What follows belongs to an exercise in optimizing a design on an open flow for small area, a short achievable clock period and few clock cycles; a production flow would make more cautious choices. The RTL was checked by simulation tests, not by an equivalence proof against the original design. No activity file was given, so power comes from the tool's default toggle rates.

== job 7602 ==
==> flow/design.v <==
`timescale 1ns/1ps
package rvCorePkg;
    localparam int xLen = 32;
    localparam logic [6:0] opR     = 7'h33;
    localparam logic [6:0] opImm   = 7'h13;
    localparam logic [6:0] opLoad  = 7'h03;
    localparam logic [6:0] opStore = 7'h23;
endpackage
`timescale 1ns/1ps
module aluUnit (
    input  logic [31:0] a,
    input  logic [31:0] b,
    input  logic        sub,       
    input  logic        selSum,
    input  logic        selSlt,
    input  logic        selSltu,
    input  logic        selXor,
    input  logic        selOr,
    input  logic        selAnd,
    input  logic        selSll,
    input  logic        selSr,     
    input  logic        arith,     
    output logic [31:0] y
);
    logic [32:0] sum;
    logic        ltu;
    logic        lt;
    logic [4:0]  sh;
    logic [31:0] shIn;
    logic [31:0] shOut;
    logic [31:0] shRev;
    logic        fill;
    logic [31:0] bx, gen, prop;
    logic [31:0] gl [0:5];
    logic [31:0] pl [0:5];
    logic [32:0] carry;
    assign bx   = b ^ {32{sub}};
    assign gen  = a & bx;
    assign prop = a ^ bx;
    always_comb begin
        gl[0] = gen;
        pl[0] = prop;
        gl[0][0] = gen[0] | (prop[0] & sub);
        for (int l = 0; l < 5; l++) begin
            for (int i = 0; i < 32; i++) begin
                if (i >= (1 << l)) begin
                    gl[l+1][i] = gl[l][i] | (pl[l][i] & gl[l][i - (1 << l)]);
                    pl[l+1][i] = pl[l][i] & pl[l][i - (1 << l)];
                end else begin
                    gl[l+1][i] = gl[l][i];
                    pl[l+1][i] = pl[l][i];
                end
            end
        end
        carry = {gl[5], sub};
    end
    assign sum = {carry[32], prop ^ carry[31:0]};
    assign ltu = ~sum[32];
    assign lt  = (a[31] ^ b[31]) ? a[31] : sum[31];
    assign sh   = b[4:0];
    assign fill = arith & a[31];
    always_comb begin
        for (int i = 0; i < 32; i++) shIn[i] = selSll ? a[31-i] : a[i];
    end
    assign shOut = 32'($signed({fill, shIn}) >>> sh);
    always_comb begin
        for (int i = 0; i < 32; i++) shRev[i] = shOut[31-i];
    end
    assign y = ({32{selSum}} & sum[31:0])
             | ({32{selXor}} & (a ^ b))
             | ({32{selOr}}  & (a | b))
             | ({32{selAnd}} & (a & b))
             | ({32{selSr}}  & shOut)
             | ({32{selSll}} & shRev)
             | {31'd0, (selSlt & lt) | (selSltu & ltu)};
endmodule
`timescale 1ns/1ps
module regFile (
    input  logic        CLK,
    input  logic [31:1] rs1Sel,    
    input  logic [31:1] rs2Sel,
    output logic [31:0] rs1Data,
    output logic [31:0] rs2Data,
    input  logic        we,
    input  logic [4:0]  rd,
    input  logic [31:0] wdata
);
    logic [31:0] regs [1:31];
    always_comb begin
        rs1Data = '0;
        rs2Data = '0;
        for (int i = 1; i < 32; i++) begin
            rs1Data = rs1Data | ({32{rs1Sel[i]}} & regs[i]);
            rs2Data = rs2Data | ({32{rs2Sel[i]}} & regs[i]);
        end
    end
    always_ff @(posedge CLK) begin
        for (int i = 1; i < 32; i++) begin
            if (we && rd == 5'(i)) regs[i] <= wdata;
        end
    end
endmodule
`timescale 1ns/1ps
`timescale 1ns/1ps
`timescale 1ns/1ps
`timescale 1ns/1ps
`timescale 1ns/1ps
module rvCore #(
    parameter int addrBits = 10
) (
    input  logic                CLK,
    input  logic                rstN,
    input  logic [31:0]         instr,
    output logic [addrBits-1:0] instrAddr,
    output logic                ramWe,
    output logic [9:0]          ramAddr,    
    output logic [31:0]         ramWdata,
    input  logic [31:0]         ramRdata,
    output logic [31:0]         gpio
);
    logic [addrBits-1:0] pc;
    logic                stall;
    assign instrAddr = pc;
    always_ff @(posedge CLK) begin
        if (!rstN)       pc <= '0;
        else if (!stall) pc <= pc + 1'b1;
    end
    logic [31:7] dIr;
    logic        dR, dI, dL, dS;    
    always_ff @(posedge CLK) begin
        if (!rstN) begin
            {dR, dI, dL, dS} <= '0;
        end else if (!stall) begin
            dR <= instr[6:0] == rvCorePkg::opR;
            dI <= instr[6:0] == rvCorePkg::opImm;
            dL <= instr[6:0] == rvCorePkg::opLoad;
            dS <= instr[6:0] == rvCorePkg::opStore;
        end
    end
    always_ff @(posedge CLK) begin
        if (!stall) dIr <= instr[31:7];
    end
    logic [4:0]  dRd, dRs1, dRs2;
    logic [2:0]  dF3;
    logic        dAlt;
    logic [11:0] dImmI;
    logic [9:0]  dImmS;
    logic        dUses1, dUses2, dWrites;
    assign dRd    = dIr[11:7];
    assign dF3    = dIr[14:12];
    assign dRs1   = dIr[19:15];
    assign dRs2   = dIr[24:20];
    assign dAlt   = dIr[30];
    assign dImmI  = dIr[31:20];
    assign dImmS  = {dIr[29:25], dIr[11:7]};
    assign dUses1 = dR | dI | dL | dS;
    assign dUses2 = dR | dS;
    assign dWrites = (dR | dI | dL) && dRd != 5'd0;
    logic        eWe, eLd, eSt;
    logic [4:0]  eRd;
    logic        mWe, mLd, mRamWe, mGpioWe;
    logic [4:0]  mRd;
    logic [31:0] mX;         
    logic [31:0] mFA, mFB;   
    logic [9:0]  mAddr;
    assign stall = eWe && eLd
                   && ((dUses1 && dRs1 == eRd) || (dUses2 && dRs2 == eRd));
    logic [4:0] nRs1, nRs2;
    logic       nUses1, nUses2, nFwdE1, nFwdE2, nFwdM1, nFwdM2;
    logic [6:0] nOpcode;
    assign nRs1    = stall ? dRs1 : instr[19:15];
    assign nRs2    = stall ? dRs2 : instr[24:20];
    assign nOpcode = instr[6:0];
    assign nUses1  = stall ? dUses1
                           : (nOpcode == rvCorePkg::opR || nOpcode == rvCorePkg::opImm
                              || nOpcode == rvCorePkg::opLoad || nOpcode == rvCorePkg::opStore);
    assign nUses2  = stall ? dUses2
                           : (nOpcode == rvCorePkg::opR || nOpcode == rvCorePkg::opStore);
    assign nFwdE1 = !stall && nUses1 && dWrites && !dL && dRd == nRs1;
    assign nFwdE2 = !stall && nUses2 && dWrites && !dL && dRd == nRs2;
    assign nFwdM1 = !nFwdE1 && nUses1 && eWe && eRd == nRs1;
    assign nFwdM2 = !nFwdE2 && nUses2 && eWe && eRd == nRs2;
    logic [31:1] dSel1, dSel2;   
    logic        dFwdA, dFwdB;   
    logic        dFwdM1, dFwdM2;  
    always_ff @(posedge CLK) begin
        for (int i = 1; i < 32; i++) begin
            dSel1[i] <= nUses1 && !nFwdE1 && !nFwdM1 && nRs1 == 5'(i);
            dSel2[i] <= nUses2 && !nFwdE2 && !nFwdM2 && nRs2 == 5'(i);
        end
        dFwdA  <= nFwdE1;
        dFwdB  <= nFwdE2;
        dFwdM1 <= nFwdM1;
        dFwdM2 <= nFwdM2;
    end
    logic [31:0] rf1, rf2, mVal, dA, dB;
    assign mVal = mLd ? ramRdata : mX;
    regFile regs (
        .CLK(CLK), .rs1Sel(dSel1), .rs2Sel(dSel2), .rs1Data(rf1), .rs2Data(rf2),
        .we(mWe), .rd(mRd), .wdata(mVal)
    );
    assign dA = rf1 | ({32{dFwdM1}} & mVal);
    assign dB = rf2 | ({32{dFwdM2}} & mVal) | ({32{dI | dL}} & {{20{dImmI[11]}}, dImmI});
    logic [31:0] eA, eB;
    logic [9:0]  eImm;
    logic        eSub, eSelSum, eSelSlt, eSelSltu, eSelXor, eSelOr, eSelAnd;
    logic        eSelSll, eSelSr, eArith;
    always_ff @(posedge CLK) begin
        if (!rstN || stall) begin
            eWe <= 1'b0;
            eLd <= 1'b0;
            eSt <= 1'b0;
        end else begin
            eWe <= dWrites;
            eLd <= dL;
            eSt <= dS;
        end
    end
    always_ff @(posedge CLK) begin
        eRd   <= dRd;
        eA    <= dA;
        eB    <= dB;
        eImm  <= dS ? dImmS : dImmI[9:0];
        eSub     <= (dR && dF3 == 3'd0 && dAlt) || dF3 == 3'd2 || dF3 == 3'd3;
        eSelSum  <= dF3 == 3'd0;
        eSelSll  <= dF3 == 3'd1;
        eSelSlt  <= dF3 == 3'd2;
        eSelSltu <= dF3 == 3'd3;
        eSelXor  <= dF3 == 3'd4;
        eSelSr   <= dF3 == 3'd5;
        eSelOr   <= dF3 == 3'd6;
        eSelAnd  <= dF3 == 3'd7;
        eArith   <= dAlt && dF3 == 3'd5;
    end
    logic [31:0] opA, opB, aluY;
    logic [9:0]  eAddr;
    assign opA = eA | mFA;
    assign opB = eB | mFB;
    aluUnit alu (
        .a(opA), .b(opB), .sub(eSub),
        .selSum(eSelSum), .selSlt(eSelSlt), .selSltu(eSelSltu),
        .selXor(eSelXor), .selOr(eSelOr), .selAnd(eSelAnd),
        .selSll(eSelSll), .selSr(eSelSr), .arith(eArith),
        .y(aluY)
    );
    assign eAddr = opA[9:0] + eImm;
    always_ff @(posedge CLK) begin
        if (!rstN) begin
            mWe     <= 1'b0;
            mLd     <= 1'b0;
            mRamWe  <= 1'b0;
            mGpioWe <= 1'b0;
        end else begin
            mWe     <= eWe;
            mLd     <= eLd;
            mRamWe  <= eSt && eAddr != 10'd0;
            mGpioWe <= eSt && eAddr == 10'd0;
        end
    end
    always_ff @(posedge CLK) begin
        mRd   <= eRd;
        mAddr <= eAddr;
        mX    <= eSt ? opB : aluY;
        mFA   <= dFwdA ? aluY : '0;
        mFB   <= dFwdB ? aluY : '0;
    end
    assign ramWe    = mRamWe;
    assign ramAddr  = mAddr;
    assign ramWdata = mX;
    always_ff @(posedge CLK) begin
        if (!rstN)        gpio <= '0;
        else if (mGpioWe) gpio <= mX;
    end
endmodule
export LEC_CHECK = 0
export ABC_AREA = 1
export CAP_MARGIN = 20
export CELL_PAD_IN_SITES_DETAIL_PLACEMENT = 1
export CELL_PAD_IN_SITES_GLOBAL_PLACEMENT = 2
export CORE_MARGIN = 2
export CORE_UTILIZATION = 45
export CTS_CLUSTER_DIAMETER = 80
export CTS_CLUSTER_SIZE = 20
export PLACE_DENSITY = 0.45
export SETUP_SLACK_MARGIN = 5.0
export SLEW_MARGIN = 20
export TNS_END_PERCENT = 0
create_clock -name core_clock -period 7.0 [get_ports {CLK}]
standard.sh (not shown) runs the stock make flow with config.mk's settings and CLKGATE_MAP_FILE= SYNTH_SCRIPT=/design/flow/synth_recipe.tcl, a recipe that flattens the netlist after the stock synthesis.
==> flow/flow/run.sh <==
#!/bin/bash
# The standard layout (standard.sh, all ORFS steps from synthesis to finish)
# with one change: buffer_ports gives every input and output port a buf_2
# buffer instead of the delay cell (clkdlybuf4s50) it picks by default.
# ORFS writes each step's full log under orfs/logs/; make's own output goes
# to standard_make.log here.
set -euo pipefail
export BUFFER_PORTS_ARGS="-buffer_cell sky130_fd_sc_hd__buf_2"
bash standard.sh > standard_make.log 2>&1
Job 7602: done, clean on timing, DRC and antenna
Testbench counts of job 7602, summed over its fixed seeds: cycles 20,124.
The following lists how job 1013 was set up differently from job 7602:
==> flow/design.v, changed modules only <==
module rvCore #(
    parameter int addrBits = 10
) (
    input  logic                CLK,
    input  logic                rstN,
    input  logic [31:0]         instr,
    output logic [addrBits-1:0] instrAddr,
    output logic                ramWe,
    output logic [9:0]          ramAddr,    
    output logic [31:0]         ramWdata,
    input  logic [31:0]         ramRdata,
    output logic [31:0]         gpio
);
    logic [addrBits-1:0] pc;
    logic                stall;
    assign instrAddr = pc;
    always_ff @(posedge CLK) begin
        if (!rstN)       pc <= '0;
        else if (!stall) pc <= pc + 1'b1;
    end
    logic [31:7] dIr;
    logic        dR, dI, dL, dS;    
    always_ff @(posedge CLK) begin
        if (!rstN) begin
            {dR, dI, dL, dS} <= '0;
        end else if (!stall) begin
            dR <= instr[6:0] == rvCorePkg::opR;
            dI <= instr[6:0] == rvCorePkg::opImm;
            dL <= instr[6:0] == rvCorePkg::opLoad;
            dS <= instr[6:0] == rvCorePkg::opStore;
        end
    end
    logic [31:1] dSel1, dSel2;
    logic [4:0] nRs1, nRs2;
    assign nRs1 = stall ? dIr[19:15] : instr[19:15];
    assign nRs2 = stall ? dIr[24:20] : instr[24:20];
    always_ff @(posedge CLK) begin
        if (!stall) dIr <= instr[31:7];
    end
    always_ff @(posedge CLK) begin
        for (int i = 1; i < 32; i++) begin
            dSel1[i] <= nRs1 == 5'(i);
            dSel2[i] <= nRs2 == 5'(i);
        end
    end
    logic [4:0]  dRd, dRs1, dRs2;
    logic [2:0]  dF3;
    logic        dAlt;
    logic [11:0] dImmI;
    logic [9:0]  dImmS;
    logic        dUses1, dUses2, dWrites;
    assign dRd    = dIr[11:7];
    assign dF3    = dIr[14:12];
    assign dRs1   = dIr[19:15];
    assign dRs2   = dIr[24:20];
    assign dAlt   = dIr[30];
    assign dImmI  = dIr[31:20];
    assign dImmS  = {dIr[29:25], dIr[11:7]};
    assign dUses1 = dR | dI | dL | dS;
    assign dUses2 = dR | dS;
    assign dWrites = (dR | dI | dL) && dRd != 5'd0;
    logic        eWe, eLd, eSt;
    logic [4:0]  eRd;
    logic        mWe, mLd, mRamWe, mGpioWe;
    logic [4:0]  mRd;
    logic [31:0] mX;         
    logic [31:0] mFA, mFB;   
    logic [9:0]  mAddr;
    assign stall = eWe && eLd
                   && ((dUses1 && dRs1 == eRd) || (dUses2 && dRs2 == eRd));
    logic [31:0] rf1, rf2, mVal, dA, dB;
    assign mVal = mLd ? ramRdata : mX;
    regFile regs (
        .CLK(CLK), .rs1Sel(dSel1), .rs2Sel(dSel2), .rs1Data(rf1), .rs2Data(rf2),
        .we(mWe), .rd(mRd), .wdata(mVal)
    );
    logic dFwdA, dFwdB;
    assign dFwdA = dUses1 && eWe && !eLd && eRd == dRs1;
    assign dFwdB = dUses2 && eWe && !eLd && eRd == dRs2;
    always_comb begin
        if (dFwdA)                       dA = '0;
        else if (mWe && mRd == dRs1)     dA = mVal;
        else                             dA = rf1;
        if (dI || dL)                    dB = {{20{dImmI[11]}}, dImmI};
        else if (dFwdB)                  dB = '0;
        else if (mWe && mRd == dRs2)     dB = mVal;
        else                             dB = rf2;
    end
    logic [31:0] eA, eB;
    logic [9:0]  eImm;
    logic        eSub, eSelSum, eSelSlt, eSelSltu, eSelXor, eSelOr, eSelAnd;
    logic        eSelSll, eSelSr, eArith;
    always_ff @(posedge CLK) begin
        if (!rstN || stall) begin
            eWe <= 1'b0;
            eLd <= 1'b0;
            eSt <= 1'b0;
        end else begin
            eWe <= dWrites;
            eLd <= dL;
            eSt <= dS;
        end
    end
    always_ff @(posedge CLK) begin
        eRd   <= dRd;
        eA    <= dA;
        eB    <= dB;
        eImm  <= dS ? dImmS : dImmI[9:0];
        eSub     <= (dR && dF3 == 3'd0 && dAlt) || dF3 == 3'd2 || dF3 == 3'd3;
        eSelSum  <= dF3 == 3'd0;
        eSelSll  <= dF3 == 3'd1;
        eSelSlt  <= dF3 == 3'd2;
        eSelSltu <= dF3 == 3'd3;
        eSelXor  <= dF3 == 3'd4;
        eSelSr   <= dF3 == 3'd5;
        eSelOr   <= dF3 == 3'd6;
        eSelAnd  <= dF3 == 3'd7;
        eArith   <= dAlt && dF3 == 3'd5;
    end
    logic [31:0] opA, opB, aluY;
    logic [9:0]  eAddr;
    assign opA = eA | mFA;
    assign opB = eB | mFB;
    aluUnit alu (
        .a(opA), .b(opB), .sub(eSub),
        .selSum(eSelSum), .selSlt(eSelSlt), .selSltu(eSelSltu),
        .selXor(eSelXor), .selOr(eSelOr), .selAnd(eSelAnd),
        .selSll(eSelSll), .selSr(eSelSr), .arith(eArith),
        .y(aluY)
    );
    assign eAddr = opA[9:0] + eImm;
    always_ff @(posedge CLK) begin
        if (!rstN) begin
            mWe     <= 1'b0;
            mLd     <= 1'b0;
            mRamWe  <= 1'b0;
            mGpioWe <= 1'b0;
        end else begin
            mWe     <= eWe;
            mLd     <= eLd;
            mRamWe  <= eSt && eAddr != 10'd0;
            mGpioWe <= eSt && eAddr == 10'd0;
        end
    end
    always_ff @(posedge CLK) begin
        mRd   <= eRd;
        mAddr <= eAddr;
        mX    <= eSt ? opB : aluY;
        mFA   <= dFwdA ? aluY : '0;
        mFB   <= dFwdB ? aluY : '0;
    end
    assign ramWe    = mRamWe;
    assign ramAddr  = mAddr;
    assign ramWdata = mX;
    always_ff @(posedge CLK) begin
        if (!rstN)        gpio <= '0;
        else if (mGpioWe) gpio <= mX;
    end
endmodule
Findings:
For multi-input gate share of the layout cell area, job 7602 and job 1013 come out practically identical.
| die outline area | job 1013 vs job 7602 | ≈ equal |
Looking at share of total power in the clock network, job 1013 sits below job 7602.
From job 7602 to job 1013 the numbers moved as follows: maximum fanout encountered on the critical timing path increased by 14 relative to the old numbers, initial antenna violation count decreased by 2 relative to the old numbers, final non-filler cell total decreased by 60 relative to the old numbers.
The run showing the greater pin count of the biggest net entering global routing is job 1013.
Job 1013 finished every stage and its layout cleared the timing, design-rule and antenna checks.
Testbench counts of job 1013, summed over its fixed seeds: cycles 20,124.

-- separate check: timing with driven ports --
No port has a modelled driver above. Below, the same layouts with a new extraction and two added sets of constraints.
Step 1, drivers: a clkbuf_16 drives CLK and a buf_2 each remaining input, both assumed.
Step 2 adds t to the input delays and takes it off the output delays; t is the mean of the earliest and latest rising clock arrival at the registers after step 1. Input paths then give back, and output paths get back, about the clock's delay inside the block.
a / b / c = ideal ports / drivers / drivers and shift; a / b = the first two.
| run | t (ns) | setup slack, ns | worst setup path after step 2 | worst register clock-pin slew, ns | worst slew at a driven data input, ns |
|---|---|---|---|---|---|
| job 7602 | 0.819 | 3.945 / 3.945 / 3.355 | input to register | 0.09 / 0.09 | 0.11 |
| job 1013 | 0.816 | 4.080 / 4.080 / 3.455 | input to register | 0.09 / 0.09 | 0.12 |
After both steps setup and hold are still met in every run listed. The setup slack of job 1013, which loses most, moves by 0.000 ns with the drivers and by -0.625 ns with both steps.
